What follows belongs to an exercise in optimizing a design on an open flow for small area and a short achievable clock period; a production flow would make more cautious choices. Only simulation tests tie the RTL to the original design; equivalence was not proved.

== P ==
==> module muldiv_ctrl, before the edit <==
module muldiv_ctrl
#(
  parameter int MULT_CYCLES = 5,
  parameter int DIV_CYCLES  = 10
) (
  input  logic        clk,
  input  logic        reset_n,
  input  logic        start,
  input  logic [2:0]  op,
  input  logic [31:0] a,
  input  logic [31:0] b,
  input  logic        IntReq,
  output logic        busy,
  output logic        md_stall,
  output logic [31:0] hi,
  output logic [31:0] lo
);
  logic [3:0]  cnt;
  logic [31:0] x;       
  logic [31:0] p;       
  logic [31:0] y;       
  logic        f_div, f_sgn, f_cin, f_negq, f_negr, f_dz, f_q31, f_q30;
  logic is_mul, is_div, sgn, accept, last;
  assign is_mul   = md_pkg::md_is_mul(op);
  assign is_div   = md_pkg::md_is_div(op);
  assign sgn      = op == md_pkg::MD_MULT || op == md_pkg::MD_DIV;
  assign busy     = cnt != 4'd0;
  assign md_stall = busy || (start && md_pkg::md_is_multdiv(op));
  assign accept   = start && !IntReq && !busy && op != md_pkg::MD_NONE;
  assign last     = cnt == 4'd1;
  logic [31:0] xi;      
  logic [5:0]  yi;      
  logic [4:0]  ym;      
  logic        si;      
  logic        f_ov;    
  logic [31:0] mp [0:3];
  logic [5:0]  mo;
  assign xi    = (x & {32{busy}}) | ((b ^ {32{is_div && !(sgn && b[31])}}) & {32{!busy}});
  assign yi    = busy ? y[11:6] : a[5:0];
  assign si    = busy ? f_sgn : sgn;
  assign ym    = {last ? {2{si & yi[1]}} : yi[3:2], yi[1:0], busy & f_ov};
  assign mp[0] = busy ? p : 32'd0;
  genvar r;
  for (r = 0; r < 3; r = r + 1) begin : g_mrow
    md_brow u_row (
      .p (mp[r]),
      .x ({si & xi[31], xi}),
      .m (r == 2 ? {yi[5:4], ym[4]} : ym[2*r+2:2*r]),
      .pn(mp[r+1]),
      .o (mo[2*r+1:2*r])
    );
  end
  logic [31:0] dr [0:3];
  logic [2:0]  dq;
  assign dr[0] = p;
  for (r = 0; r < 3; r = r + 1) begin : g_drow
    md_drow u_row (
      .r  (dr[r]),
      .bin(y[29-r]),
      .xd (x),
      .cin(f_cin),
      .rn (dr[r+1]),
      .q  (dq[2-r])
    );
  end
  logic        negb;
  logic [31:0] am;      
  logic [1:0]  dl;      
  logic        dsmall;  
  logic        d1, d2, d3, q31, q30;
  logic [1:0]  r2;
  assign negb   = sgn && b[31];
  assign am     = md_pkg::md_cneg(busy ? {f_q31, f_q30, y[26:0], dq} : a,
                                  busy ? f_negq : is_div && sgn && a[31]);
  assign dl     = negb ? {b[1] ^ b[0], b[0]} : b[1:0];
  assign dsmall = negb ? &b[31:2] : ~|b[31:2];
  assign d1     = dsmall && dl == 2'd1;
  assign d2     = dsmall && dl == 2'd2;
  assign d3     = dsmall && dl == 2'd3;
  assign q31    = d1 && am[31];
  assign q30    = d1 ? am[30] : d2 ? am[31] : d3 && am[31] && am[30];
  assign r2     = (d1 || d2 && am[31] || d3 && am[31] && am[30]) ? {1'b0, d2 && am[30]} :
                  d2 ? {1'b0, am[30]} : am[31:30];
  always_ff @(posedge clk) x <= xi;
  always_ff @(posedge clk) begin
    f_ov <= yi[5];
    if (!busy) begin
      f_div  <= is_div;
      f_sgn  <= sgn;
      f_cin  <= !negb;
      f_negq <= sgn && (a[31] ^ b[31]);
      f_negr <= sgn && a[31];
      f_dz   <= b == 32'd0;
      f_q31  <= q31;
      f_q30  <= q30;
      p      <= is_div ? {30'd0, r2} : mp[3];
      y      <= {am[31:6], is_div ? am[5:0] : mo};
    end else if (f_div) begin
      p <= dr[3];
      y <= {y[28:0], dq};
    end else begin
      p <= mp[3];
      y <= {mo, y[31:12], y[5:0]};
    end
  end
  always_ff @(posedge clk or negedge reset_n) begin
    if (!reset_n) begin
      cnt <= 4'd0;
      hi  <= 32'd0;
      lo  <= 32'd0;
    end else begin
      if (busy)
        cnt <= cnt - 4'd1;
      else if (accept && is_mul)
        cnt <= 4'(MULT_CYCLES);
      else if (accept && is_div)
        cnt <= 4'(DIV_CYCLES);
      if (accept && op == md_pkg::MD_MTHI)
        hi <= a;
      if (accept && op == md_pkg::MD_MTLO)
        lo <= am;
      if (last && !f_div) begin
        hi <= {mp[2][29:0], mo[3:2]};
        lo <= {mo[1:0], y[31:8], y[5:0]};
      end
      if (last && f_div && !f_dz) begin
        hi <= md_pkg::md_cneg(dr[3], f_negr);
        lo <= am;
      end
    end
  end
endmodule
==> flow/config.mk <==
export PLATFORM = sky130hd
export DESIGN_NAME = muldiv_ctrl
export DESIGN_NICKNAME = muldiv_ctrl
export VERILOG_FILES = /design/flow/design.v
export SDC_FILE = /design/flow/constraint.sdc
export NUM_CORES = 4
export LEC_CHECK = 0
export ABC_AREA = 1
export CAP_MARGIN = 20
export CORE_MARGIN = 2
export CORE_UTILIZATION = 40
export SLEW_MARGIN = 20
==> flow/constraint.sdc <==
create_clock -name core_clock -period 120.0 [get_ports {clk}]
set_input_delay 24.0000 -clock core_clock [delete_from_list [all_inputs] [get_ports {clk}]]
set_output_delay 24.0000 -clock core_clock [all_outputs]
set_load 0.01 [all_outputs]
standard.sh (not shown) runs the stock make flow with config.mk's settings and CLKGATE_MAP_FILE= SYNTH_SCRIPT=/design/flow/synth_recipe.tcl, a recipe that flattens the netlist after the stock synthesis.
==> flow/flow/run.sh <==
#!/bin/bash
set -euo pipefail
cp standard.sh standard.sh.txt
export BUFFER_PORTS_ARGS="-buffer_cell sky130_fd_sc_hd__buf_1"
export SETUP_SLACK_MARGIN=72
export SETUP_MOVE_SEQUENCE="unbuffer,sizeup,swap,clone"
bash standard.sh > standard.log 2>&1
### P -> Q
==> flow/design.v, changed modules only <==
module muldiv_ctrl
#(
  parameter int MULT_CYCLES = 5,
  parameter int DIV_CYCLES  = 10
) (
  input  logic        clk,
  input  logic        reset_n,
  input  logic        start,
  input  logic [2:0]  op,
  input  logic [31:0] a,
  input  logic [31:0] b,
  input  logic        IntReq,
  output logic        busy,
  output logic        md_stall,
  output logic [31:0] hi,
  output logic [31:0] lo
);
  logic [3:0]  cnt;
  logic [31:0] x;       
  logic [31:0] p;       
  logic [31:0] y;       
  logic        f_div, f_sc, f_negq, f_negr, f_dz, f_q31, f_q30;
  logic is_mul, is_div, sgn, accept, last;
  assign is_mul   = md_pkg::md_is_mul(op);
  assign is_div   = md_pkg::md_is_div(op);
  assign sgn      = op == md_pkg::MD_MULT || op == md_pkg::MD_DIV;
  assign busy     = cnt != 4'd0;
  assign md_stall = busy || (start && md_pkg::md_is_multdiv(op));
  assign accept   = start && !IntReq && !busy && op != md_pkg::MD_NONE;
  assign last     = cnt == 4'd1;
  logic [31:0] xi;      
  logic [5:0]  yi;      
  logic [4:0]  ym;      
  logic        si;      
  logic        f_ov;    
  logic [31:0] mp [0:3];
  logic [5:0]  mo;
  assign xi    = (x & {32{busy}}) | ((b ^ {32{is_div && !(sgn && b[31])}}) & {32{!busy}});
  assign yi    = busy ? y[11:6] : a[5:0];
  assign si    = busy ? f_sc : sgn;
  assign ym    = {last ? {2{si & yi[1]}} : yi[3:2], yi[1:0], busy & f_ov};
  assign mp[0] = busy ? p : 32'd0;
  genvar r;
  for (r = 0; r < 3; r = r + 1) begin : g_mrow
    md_brow u_row (
      .p (mp[r]),
      .x ({si & xi[31], xi}),
      .m (r == 2 ? {yi[5:4], ym[4]} : ym[2*r+2:2*r]),
      .pn(mp[r+1]),
      .o (mo[2*r+1:2*r])
    );
  end
  logic [31:0] dr [0:3];
  logic [2:0]  dq;
  assign dr[0] = p;
  for (r = 0; r < 3; r = r + 1) begin : g_drow
    md_drow u_row (
      .r  (dr[r]),
      .bin(y[29-r]),
      .xd (x),
      .cin(f_sc),
      .rn (dr[r+1]),
      .q  (dq[2-r])
    );
  end
  logic        negb;
  logic [31:0] am;      
  logic [1:0]  dl;      
  logic        dsmall;  
  logic        d1, d2, d3, q31, q30;
  logic [1:0]  r2;
  assign negb   = sgn && b[31];
  assign am     = md_pkg::md_cneg(busy ? {f_q31, f_q30, y[26:0], dq} : a,
                                  busy ? f_negq : is_div && sgn && a[31]);
  assign dl     = negb ? {b[1] ^ b[0], b[0]} : b[1:0];
  assign dsmall = negb ? &b[31:2] : ~|b[31:2];
  assign d1     = dsmall && dl == 2'd1;
  assign d2     = dsmall && dl == 2'd2;
  assign d3     = dsmall && dl == 2'd3;
  assign q31    = d1 && am[31];
  assign q30    = d1 ? am[30] : d2 ? am[31] : d3 && am[31] && am[30];
  assign r2     = (d1 || d2 && am[31] || d3 && am[31] && am[30]) ? {1'b0, d2 && am[30]} :
                  d2 ? {1'b0, am[30]} : am[31:30];
  always_ff @(posedge clk) x <= xi;
  always_ff @(posedge clk) begin
    f_ov <= yi[5];
    if (!busy) begin
      f_div  <= is_div;
      f_sc   <= is_div ? !negb : sgn;
      f_negq <= sgn && (a[31] ^ b[31]);
      f_negr <= sgn && a[31];
      f_dz   <= b == 32'd0;
      f_q31  <= q31;
      f_q30  <= q30;
      p      <= is_div ? {30'd0, r2} : mp[3];
      y      <= {am[31:6], is_div ? am[5:0] : mo};
    end else if (f_div) begin
      p <= dr[3];
      y <= {y[28:0], dq};
    end else begin
      p <= mp[3];
      y <= {mo, y[31:12], y[5:0]};
    end
  end
  always_ff @(posedge clk or negedge reset_n) begin
    if (!reset_n) begin
      cnt <= 4'd0;
      hi  <= 32'd0;
      lo  <= 32'd0;
    end else begin
      if (busy)
        cnt <= cnt - 4'd1;
      else if (accept && is_mul)
        cnt <= 4'(MULT_CYCLES);
      else if (accept && is_div)
        cnt <= 4'(DIV_CYCLES);
      if (accept && op == md_pkg::MD_MTHI)
        hi <= am;
      if (accept && op == md_pkg::MD_MTLO)
        lo <= am;
      if (last && !f_div) begin
        hi <= {mp[2][29:0], mo[3:2]};
        lo <= {mo[1:0], y[31:8], y[5:0]};
      end
      if (last && f_div && !f_dz) begin
        hi <= md_pkg::md_cneg(dr[3], f_negr);
        lo <= am;
      end
    end
  end
endmodule
Notes after the runs:
P → Q: global-route usage shows a reduction of 0.65 points. Q: routed wire length is about 2% lower than what P reported. The count of flip-flops and latches of Q falls short of that of P by 0.58%. Q vs P — per-cell routed wire length dropped slightly. Summary — net count of the mapped netlist, Q relative to P: lower, by about 0.8%. Synthesized cell count was lower in Q than in P. Higher total number of clock tree sinks among Q and P: P. In Q relative to P, number of placed instances with taps included had gone down slightly. Fraction of standard cell area that is sequential of P is on par with Q. Q: layout clock buffer count 2 below P. Looking at Q and P, the synthesized area per cell is a wash.

-- separate check: timing with driven ports --
No port has a modelled driver above. Below, the same layouts with a new extraction and two added sets of constraints. Step 1 sets driving cells, clkbuf_16 on the clock port and buf_2 on the other inputs (assumed; they add their load-dependent delay and slew). Step 2 adds t to the input delays and takes it off the output delays; t is the mean of the earliest and latest rising clock arrival at the registers after step 1. Input paths then give back, and output paths get back, about the clock's delay inside the block. a / b / c = no drivers / after step 1 / after step 2; a / b = the first two.
run | t (ns) | setup slack, ns | slew at the worst register clock pin (ns) | worst data-port slew with drivers (ns)
P | 0.530 | 71.357 / 71.301 / 71.301 | 0.08 / 0.08 | 0.07
Q | 0.513 | 71.339 / 71.284 / 71.284 | 0.08 / 0.08 | 0.06
After both steps every run listed still meets setup and hold. For P, which loses most, drivers alone change the setup slack by -0.056 ns; drivers and shift together by -0.056 ns.
